What follows belongs to an exercise in optimizing a design on an open flow for a short achievable clock period; a production flow would make more cautious choices.
Where RTL was checked, it was by simulation tests only, not by an equivalence proof against the original.
The clock port is modelled as an ideal driver; clocking choices that lean on that would not hold on a real chip.
No activity file was given, so power comes from the tool's default toggle rates.

Design branch_predictor, start of the top module:
module branch_predictor #(
  parameter int ENTRIES = 16,
  parameter int INDEX_W = 4
) (
  input  logic        clk_i,
  input  logic        rst_i,
  input  logic [31:0] fetch_pc_i,
  output logic [31:0] next_pc_o,
  output logic        pred_taken_o,
  output logic [31:0] pred_target_o,
  input  logic        mem_stall_i,
  input  logic        upd_valid_i,
  input  logic [31:0] upd_pc_i,
  input  logic        upd_taken_i,
  input  logic [31:0] upd_target_i,
  input  logic        upd_pred_taken_i,
  input  logic [31:0] upd_pred_target_i,
  output logic        mispredict_o,
  output logic [31:0] redirect_pc_o,
  output logic [31:0] branch_cnt_o,
  output logic [31:0] mispred_cnt_o
);
Size: about 4000 cells after synthesis, ~300 I/O pins, ~0.052 mm^2 of cells after synthesis.
==> flow/config.mk <==
export PLATFORM = sky130hd
export DESIGN_NAME = branch_predictor
export DESIGN_NICKNAME = branch_predictor
export VERILOG_FILES = /design/flow/design.v
export SDC_FILE = /design/flow/constraint.sdc
export NUM_CORES = 4
export LEC_CHECK = 0
export ABC_CLOCK_PERIOD_IN_PS = 4000
export CAP_MARGIN = 20
export CORE_MARGIN = 2
export CORE_UTILIZATION = 40
export SETUP_SLACK_MARGIN = 2.5
export SLEW_MARGIN = 20
export SYNTH_HIERARCHICAL = 1
==> flow/constraint.sdc <==
create_clock -name core_clock -period 7.0 [get_ports {clk_i}]
set_input_delay 1.4000 -clock core_clock [delete_from_list [all_inputs] [get_ports {clk_i}]]
set_output_delay 1.4000 -clock core_clock [all_outputs]
set_load 0.01 [all_outputs]
standard.sh (not shown) runs the stock make flow with config.mk's settings and CLKGATE_MAP_FILE= SYNTH_SCRIPT=/design/flow/synth_recipe.tcl, a recipe that flattens the netlist after the stock synthesis.
==> flow/flow/run.sh <==
#!/bin/bash
# Standard layout, with the delay cells (clkdlybuf4s*, dlygate*, dlymetal*,
# dlybuf*), buf_1, bufbuf_* and clkinvlp_* kept out of port buffering and
# timing repair. Synthesis is the
# standard one, run unchanged first; the later steps source flow/dont_use.tcl
# through ORFS's PRE_<step>_TCL hooks, and flow/io.tcl sets pin regions
# before pin placement. Each tool's output goes to a log here.
set -euo pipefail
H="$PWD/flow/dont_use.tcl"
bash standard.sh synth > synth.log 2>&1
bash standard.sh \
  PRE_FLOORPLAN_TCL="$H" PRE_GLOBAL_PLACE_TCL="$H" PRE_RESIZE_TCL="$H" \
  PRE_DETAIL_PLACE_TCL="$H" PRE_CTS_TCL="$H" PRE_GLOBAL_ROUTE_TCL="$H" \
  PRE_DETAIL_ROUTE_TCL="$H" PRE_FILLCELL_TCL="$H" \
  PRE_IO_PLACEMENT_TCL="$PWD/flow/io.tcl" \
  finish > layout.log 2>&1
==> flow/flow/dont_use.tcl <==
# Keep delay cells, the weakest buffers and low-power clock inverters out of
# port buffering and timing repair.
set_dont_use [get_lib_cells {sky130_fd_sc_hd__clkdlybuf4s* sky130_fd_sc_hd__dlygate* sky130_fd_sc_hd__dlymetal* sky130_fd_sc_hd__dlybuf* sky130_fd_sc_hd__buf_1 sky130_fd_sc_hd__clkinvlp_* sky130_fd_sc_hd__bufbuf_*}]
==> flow/flow/io.tcl <==
# Pin regions: the fetch lookup's ports packed into one corner of the die,
# the resolve/update ports along the opposite edges.
set die [ord::get_die_area]
set w [lindex $die 2]
set h [lindex $die 3]
set hw [expr {int($w / 3)}]
set hh [expr {int($h / 4)}]
proc bp_ports {pats} {
  set names {}
  foreach p $pats {
    foreach port [get_ports $p] { lappend names [get_full_name $port] }
  }
  return $names
}
set_io_pin_constraint -pin_names [bp_ports {fetch_pc_i[*] pred_taken_o}] -region left:0-$hh
set_io_pin_constraint -pin_names [bp_ports {next_pc_o[*] pred_target_o[*]}] -region bottom:0-$hw
set_io_pin_constraint -pin_names [bp_ports {upd_pc_i[*] upd_target_i[*] upd_taken_i redirect_pc_o[*]}] -region right:*
set_io_pin_constraint -pin_names [bp_ports {upd_pred_target_i[*] upd_pred_taken_i upd_valid_i mem_stall_i mispredict_o}] -region top:*
The starting point completed with no timing, DRC or antenna violations.
Edit:
--- a/flow/flow/io.tcl
+++ b/flow/flow/io.tcl
@@ -1,3 +1,3 @@
-# Pin regions: the fetch lookup's ports packed into one corner of the die,
-# the resolve/update ports along the opposite edges.
+# Pin regions: the fetch lookup's ports in one corner of the die, the
+# resolve/update ports along the opposite edges.
 set die [ord::get_die_area]
@@ -5,4 +5,4 @@
 set h [lindex $die 3]
-set hw [expr {int($w / 3)}]
-set hh [expr {int($h / 4)}]
+set hw [expr {int($w / 2)}]
+set hh [expr {int($h / 2)}]
 proc bp_ports {pats} {
- SETUP_SLACK_MARGIN: 2.5 -> 3.0
Area after synthesis stays the same.
Routed wire length came out higher by a few percent.
Cell count went up slightly.
Sequential share of layout area went down by 0.92 points.
Via count rose by a few percent.
Maximum frequency rises slightly.
Combinational power barely changes.
Edit:
- CORE_UTILIZATION: 40 -> 55
- SETUP_SLACK_MARGIN: 3.0 -> 2.5
Effect: The changed run completed with no timing, DRC or antenna violations. Setup slack loses 53 ps. Worst hold slack loses 9.9 ps. Die area fell by a quarter to a third. Final cell count fell by a little under a tenth. Final area fell by a few percent. Combinational power fell by a little under a tenth. Wire length fell by a little under a tenth.

---

Another version of the RTL of branch_predictor (not shown whole).
Size in the first run: ~300 I/O pins, roughly 51000 µm² of cells after synthesis.
==> flow/design.v (excerpt) <==
module branch_predictor #(
  parameter int ENTRIES = 16,
  parameter int INDEX_W = 4
) (
  input  logic        clk_i,
  input  logic        rst_i,
  input  logic [31:0] fetch_pc_i,
  output logic [31:0] next_pc_o,
  output logic        pred_taken_o,
  output logic [31:0] pred_target_o,
  input  logic        mem_stall_i,
  input  logic        upd_valid_i,
  input  logic [31:0] upd_pc_i,
  input  logic        upd_taken_i,
  input  logic [31:0] upd_target_i,
  input  logic        upd_pred_taken_i,
  input  logic [31:0] upd_pred_target_i,
  output logic        mispredict_o,
  output logic [31:0] redirect_pc_o,
  output logic [31:0] branch_cnt_o,
  output logic [31:0] mispred_cnt_o
);
export LEC_CHECK = 0
export ABC_CLOCK_PERIOD_IN_PS = 4000
export CAP_MARGIN = 20
export CORE_MARGIN = 2
export CORE_UTILIZATION = 40
export SETUP_SLACK_MARGIN = 2.5
export SLEW_MARGIN = 20
export SYNTH_HIERARCHICAL = 1
create_clock -name core_clock -period 7.0 [get_ports {clk_i}]
==> flow/flow/run.sh <==
#!/bin/bash
# Standard layout, with the delay cells (clkdlybuf4s*, dlygate*, dlymetal*,
# dlybuf*) kept out of port buffering and timing repair. Synthesis is the
# standard one, run unchanged first; the later steps source flow/dont_use.tcl
# through ORFS's PRE_<step>_TCL hooks. Each tool's output goes to a log here.
set -euo pipefail
H="$PWD/flow/dont_use.tcl"
bash standard.sh synth > synth.log 2>&1
bash standard.sh \
  PRE_FLOORPLAN_TCL="$H" PRE_GLOBAL_PLACE_TCL="$H" PRE_RESIZE_TCL="$H" \
  PRE_DETAIL_PLACE_TCL="$H" PRE_CTS_TCL="$H" PRE_GLOBAL_ROUTE_TCL="$H" \
  PRE_DETAIL_ROUTE_TCL="$H" PRE_FILLCELL_TCL="$H" \
  finish > layout.log 2>&1
==> flow/flow/dont_use.tcl <==
# Keep delay cells out of port buffering and timing repair.
set_dont_use [get_lib_cells {sky130_fd_sc_hd__clkdlybuf4s* sky130_fd_sc_hd__dlygate* sky130_fd_sc_hd__dlymetal* sky130_fd_sc_hd__dlybuf*}]
Then changed:
==> flow/flow/run.sh (replaced) <==
#!/bin/bash
# Standard layout, with the delay cells (clkdlybuf4s*, dlygate*, dlymetal*,
# dlybuf*), buf_1, bufbuf_* and clkinvlp_* kept out of port buffering and
# timing repair. Synthesis is the
# standard one, run unchanged first; the later steps source flow/dont_use.tcl
# through ORFS's PRE_<step>_TCL hooks, and flow/io.tcl sets pin regions
# before pin placement. Each tool's output goes to a log here.
set -euo pipefail
H="$PWD/flow/dont_use.tcl"
bash standard.sh synth > synth.log 2>&1
bash standard.sh \
  PRE_FLOORPLAN_TCL="$H" PRE_GLOBAL_PLACE_TCL="$H" PRE_RESIZE_TCL="$H" \
  PRE_DETAIL_PLACE_TCL="$H" PRE_CTS_TCL="$H" PRE_GLOBAL_ROUTE_TCL="$H" \
  PRE_DETAIL_ROUTE_TCL="$H" PRE_FILLCELL_TCL="$H" \
  PRE_IO_PLACEMENT_TCL="$PWD/flow/io.tcl" \
  finish > layout.log 2>&1
==> flow/flow/dont_use.tcl (replaced) <==
# Keep delay cells, the weakest buffers and low-power clock inverters out of
# port buffering and timing repair.
set_dont_use [get_lib_cells {sky130_fd_sc_hd__clkdlybuf4s* sky130_fd_sc_hd__dlygate* sky130_fd_sc_hd__dlymetal* sky130_fd_sc_hd__dlybuf* sky130_fd_sc_hd__buf_1 sky130_fd_sc_hd__clkinvlp_* sky130_fd_sc_hd__bufbuf_*}]
==> flow/flow/io.tcl (new file) <==
# Pin regions: the fetch lookup's ports in one corner of the die, the
# resolve/update ports along the opposite edges.
set die [ord::get_die_area]
set w [lindex $die 2]
set h [lindex $die 3]
set hw [expr {int($w / 2)}]
set hh [expr {int($h / 2)}]
proc bp_ports {pats} {
  set names {}
  foreach p $pats {
    foreach port [get_ports $p] { lappend names [get_full_name $port] }
  }
  return $names
}
set_io_pin_constraint -pin_names [bp_ports {fetch_pc_i[*] pred_taken_o}] -region left:0-$hh
set_io_pin_constraint -pin_names [bp_ports {next_pc_o[*] pred_target_o[*]}] -region bottom:0-$hw
set_io_pin_constraint -pin_names [bp_ports {upd_pc_i[*] upd_target_i[*] upd_taken_i redirect_pc_o[*]}] -region right:*
set_io_pin_constraint -pin_names [bp_ports {upd_pred_target_i[*] upd_pred_taken_i upd_valid_i mem_stall_i mispredict_o}] -region top:*
The changed run passed the timing, design-rule and antenna checks.
Wire length is higher by 6.1%.
First-iteration DRC count is lower by 4.6%.
Utilization is higher by 0.58 points.
Worst setup slack improved by 0.15 ns.
Design area is higher by 1.2%.
Clock power is higher by about 3%.
No run of this note included a check of the RTL's function; only the layout flow was run.

---

branch_predictor, a different RTL version from the one above (not shown whole).
Size: ~3800 cells after synthesis, about 300 I/O pins.
export LEC_CHECK = 0
export ABC_CLOCK_PERIOD_IN_PS = 4000
export CAP_MARGIN = 20
export CORE_MARGIN = 2
export CORE_UTILIZATION = 40
export SETUP_SLACK_MARGIN = 2.5
export SLEW_MARGIN = 20
export SYNTH_HIERARCHICAL = 1
create_clock -name core_clock -period 7.0 [get_ports {clk_i}]
==> flow/flow/run.sh <==
#!/bin/bash
# Standard layout, with the delay cells (clkdlybuf4s*, dlygate*, dlymetal*,
# dlybuf*) kept out of port buffering and timing repair. Synthesis is the
# standard one, run unchanged first; the later steps source flow/dont_use.tcl
# through ORFS's PRE_<step>_TCL hooks. Each tool's output goes to a log here.
set -euo pipefail
H="$PWD/flow/dont_use.tcl"
bash standard.sh synth > synth.log 2>&1
bash standard.sh \
  PRE_FLOORPLAN_TCL="$H" PRE_GLOBAL_PLACE_TCL="$H" PRE_RESIZE_TCL="$H" \
  PRE_DETAIL_PLACE_TCL="$H" PRE_CTS_TCL="$H" PRE_GLOBAL_ROUTE_TCL="$H" \
  PRE_DETAIL_ROUTE_TCL="$H" PRE_FILLCELL_TCL="$H" \
  finish > layout.log 2>&1
==> flow/flow/dont_use.tcl <==
# Keep delay cells, the weakest buffers and low-power clock inverters out of
# port buffering and timing repair.
set_dont_use [get_lib_cells {sky130_fd_sc_hd__clkdlybuf4s* sky130_fd_sc_hd__dlygate* sky130_fd_sc_hd__dlymetal* sky130_fd_sc_hd__dlybuf* sky130_fd_sc_hd__buf_1 sky130_fd_sc_hd__clkinvlp_* sky130_fd_sc_hd__bufbuf_*}]
Then changed:
==> flow/flow/dont_use.tcl (replaced) <==
# Keep delay cells out of port buffering and timing repair.
set_dont_use [get_lib_cells {sky130_fd_sc_hd__clkdlybuf4s* sky130_fd_sc_hd__dlygate* sky130_fd_sc_hd__dlymetal* sky130_fd_sc_hd__dlybuf*}]
Effect:
- register-to-register slack degrades by 370 ps
- utilization is lower by 2.1 points
- non-clock buffer count decreases by 56
- clock skew hardly moves
- global-route usage hardly moves
- worst setup slack got worse by 140 ps
Function was not checked in any run of this note: the RTL went through the layout flow alone.

---

branch_predictor, a different RTL version from the one above (not shown whole).
Size: about 4000 cells after synthesis, about 300 I/O pins.
==> flow/design.v (excerpt) <==
module branch_predictor #(
  parameter int ENTRIES = 16,
  parameter int INDEX_W = 4
) (
  input  logic        clk_i,
  input  logic        rst_i,
  input  logic [31:0] fetch_pc_i,
  output logic [31:0] next_pc_o,
  output logic        pred_taken_o,
  output logic [31:0] pred_target_o,
  input  logic        mem_stall_i,
  input  logic        upd_valid_i,
  input  logic [31:0] upd_pc_i,
  input  logic        upd_taken_i,
  input  logic [31:0] upd_target_i,
  input  logic        upd_pred_taken_i,
  input  logic [31:0] upd_pred_target_i,
  output logic        mispredict_o,
  output logic [31:0] redirect_pc_o,
  output logic [31:0] branch_cnt_o,
  output logic [31:0] mispred_cnt_o
);
  localparam int TAG_W = 30 - INDEX_W;
  typedef enum logic [1:0] {
    CTR_SN = 2'b00,
    CTR_WN = 2'b01,
    CTR_WT = 2'b10,
    CTR_ST = 2'b11
  } ctr_e;
  logic [ENTRIES-1:0]       valid_q;
  logic [ENTRIES-1:0][1:0]  ctr_q;
  logic [TAG_W-1:0]         tag_q    [ENTRIES];
  logic [31:0]              target_q [ENTRIES];
  logic [31:0] branch_cnt_q;
  logic [31:0] mispred_cnt_q;
  logic [INDEX_W-1:0] fetch_idx;
  logic [TAG_W-1:0]   fetch_tag;
  logic [ENTRIES-1:0] fetch_nh;    
  logic [ENTRIES-1:0] fetch_nt;    
  logic [31:0]        fetch_tgt;
  assign fetch_idx = fetch_pc_i[INDEX_W+1:2];
  assign fetch_tag = fetch_pc_i[31:INDEX_W+2];
  logic [31:0]        fetch_tgt_n;
  logic [ENTRIES-1:0] valid_taken;    
  ...
export LEC_CHECK = 0
export ABC_CLOCK_PERIOD_IN_PS = 4000
export CAP_MARGIN = 20
export CORE_MARGIN = 2
export CORE_UTILIZATION = 40
export PLACE_DENSITY = 0.8
export SETUP_SLACK_MARGIN = 2.5
export SLEW_MARGIN = 20
export SYNTH_HIERARCHICAL = 1
create_clock -name core_clock -period 7.0 [get_ports {clk_i}]
==> flow/flow/run.sh <==
#!/bin/bash
# Standard layout, with the delay cells (clkdlybuf4s*, dlygate*, dlymetal*,
# dlybuf*), buf_1, bufbuf_* and clkinvlp_* kept out of port buffering and
# timing repair. Synthesis is the
# standard one, run unchanged first; the later steps source flow/dont_use.tcl
# through ORFS's PRE_<step>_TCL hooks. Each tool's output goes to a log here.
set -euo pipefail
H="$PWD/flow/dont_use.tcl"
bash standard.sh synth > synth.log 2>&1
bash standard.sh \
  PRE_FLOORPLAN_TCL="$H" PRE_GLOBAL_PLACE_TCL="$H" PRE_RESIZE_TCL="$H" \
  PRE_DETAIL_PLACE_TCL="$H" PRE_CTS_TCL="$H" PRE_GLOBAL_ROUTE_TCL="$H" \
  PRE_DETAIL_ROUTE_TCL="$H" PRE_FILLCELL_TCL="$H" \
  finish > layout.log 2>&1
==> flow/flow/dont_use.tcl <==
# Keep delay cells, the weakest buffers and low-power clock inverters out of
# port buffering and timing repair.
set_dont_use [get_lib_cells {sky130_fd_sc_hd__clkdlybuf4s* sky130_fd_sc_hd__dlygate* sky130_fd_sc_hd__dlymetal* sky130_fd_sc_hd__dlybuf* sky130_fd_sc_hd__buf_1 sky130_fd_sc_hd__clkinvlp_* sky130_fd_sc_hd__bufbuf_*}]
The starting point completed with no timing, DRC or antenna violations.
Edit:
--- a/flow/flow/run.sh
+++ b/flow/flow/run.sh
@@ -5,3 +5,4 @@
 # standard one, run unchanged first; the later steps source flow/dont_use.tcl
-# through ORFS's PRE_<step>_TCL hooks. Each tool's output goes to a log here.
+# through ORFS's PRE_<step>_TCL hooks, and flow/io.tcl sets pin regions
+# before pin placement. Each tool's output goes to a log here.
 set -euo pipefail
@@ -13,2 +14,3 @@
   PRE_DETAIL_ROUTE_TCL="$H" PRE_FILLCELL_TCL="$H" \
+  PRE_IO_PLACEMENT_TCL="$PWD/flow/io.tcl" \
   finish > layout.log 2>&1
==> flow/flow/io.tcl (new file) <==
# Pin regions: the fetch lookup's ports in one corner of the die, the
# resolve/update ports along the opposite edges.
set die [ord::get_die_area]
set w [lindex $die 2]
set h [lindex $die 3]
set hw [expr {int($w / 2)}]
set hh [expr {int($h / 2)}]
proc bp_ports {pats} {
  set names {}
  foreach p $pats {
    foreach port [get_ports $p] { lappend names [get_full_name $port] }
  }
  return $names
}
set_io_pin_constraint -pin_names [bp_ports {fetch_pc_i[*] pred_taken_o}] -region left:0-$hh
set_io_pin_constraint -pin_names [bp_ports {next_pc_o[*] pred_target_o[*]}] -region bottom:0-$hw
set_io_pin_constraint -pin_names [bp_ports {upd_pc_i[*] upd_target_i[*] upd_taken_i redirect_pc_o[*]}] -region right:*
set_io_pin_constraint -pin_names [bp_ports {upd_pred_target_i[*] upd_pred_taken_i upd_valid_i mem_stall_i mispredict_o}] -region top:*
Settings changed: CORE_UTILIZATION 40 to 55, PLACE_DENSITY 0.8 to unset.
After rerunning:
- cell count falls by 9.2%
- via count falls by 4.8%
- fmax rises by 4.4%
- die area falls by 27%
- wire length rises by 0.42%
- setup slack improved by 0.21 ns
- non-clock buffer count falls by 116
- utilization rises by 16 points
- sequential share of layout area rises by 2.0 points
- count of clock-buffer cells in the layout rises by 7
Edit:
--- a/flow/flow/run.sh
+++ b/flow/flow/run.sh
@@ -5,4 +5,3 @@
 # standard one, run unchanged first; the later steps source flow/dont_use.tcl
-# through ORFS's PRE_<step>_TCL hooks, and flow/io.tcl sets pin regions
-# before pin placement. Each tool's output goes to a log here.
+# through ORFS's PRE_<step>_TCL hooks. Each tool's output goes to a log here.
 set -euo pipefail
@@ -14,3 +13,2 @@
   PRE_DETAIL_ROUTE_TCL="$H" PRE_FILLCELL_TCL="$H" \
-  PRE_IO_PLACEMENT_TCL="$PWD/flow/io.tcl" \
   finish > layout.log 2>&1
Settings changed: CORE_UTILIZATION 55 to 40.
removed: flow/flow/io.tcl
Clock skew grows by 0.020 ns. Power grows by 1.2%. Worst setup slack is worse by 0.083 ns. Synthesized area is unchanged. Final area grows by 2.3%. Non-clock buffer count grows by 34. Global-route usage shrinks by 11 points. Worst hold slack hardly moves. Routed wire length shrinks by 2.0%.
No functional check of the RTL was part of any run of this note.

afterwards: timing with drivers on the ports:
In the flow no input, the clock included, has a driving cell. The finished layouts below were timed again as built, in two steps.
Step 1 (the two cells are an assumption about what drives the block):
set clk [get_ports {clk_i}]
set_driving_cell -lib_cell sky130_fd_sc_hd__clkbuf_16 $clk
set_driving_cell -lib_cell sky130_fd_sc_hd__buf_2 [delete_from_list [all_inputs] $clk]
Step 2 times the ports against the registers' clock, not the clock port: input delays grow and output delays shrink by t, the midpoint of the rising clock arrivals with the driver on.
a / b / c = no drivers / after step 1 / after step 2; a / b = the first two.
| run | shift t [ns] | slack for setup (ns) | worst setup path after step 2 |
|---|---|---|---|
| the first run of note 1 | 0.805 | 2.202 / 2.083 / 1.839 | input to register |
| the second run of note 1 | 0.813 | 2.278 / 2.141 / 2.061 | input to register |
| the third run of note 1 | 0.764 | 2.225 / 2.076 / 1.942 | input to register |
| the first run of note 2 | 0.809 | 2.066 / 2.002 / 1.851 | input to register |
| the second run of note 2 | 0.806 | 2.221 / 1.966 / 1.901 | input to register |
| the first run of note 3 | 0.807 | 2.144 / 2.054 / 2.028 | input to register |
| the second run of note 3 | 0.806 | 2.000 / 1.945 / 1.747 | input to register |
| the first run of note 4 | 0.787 | 1.981 / 1.893 / 1.602 | input to register |
| the second run of note 4 | 0.776 | 2.192 / 2.063 / 2.063 | input to output |
| the third run of note 4 | 0.820 | 2.109 / 2.016 / 1.716 | input to register |
After both steps every run listed still meets setup and hold. The setup slack of the third run of note 4, which loses most, moves by -0.093 ns with the drivers and by -0.393 ns with both steps.
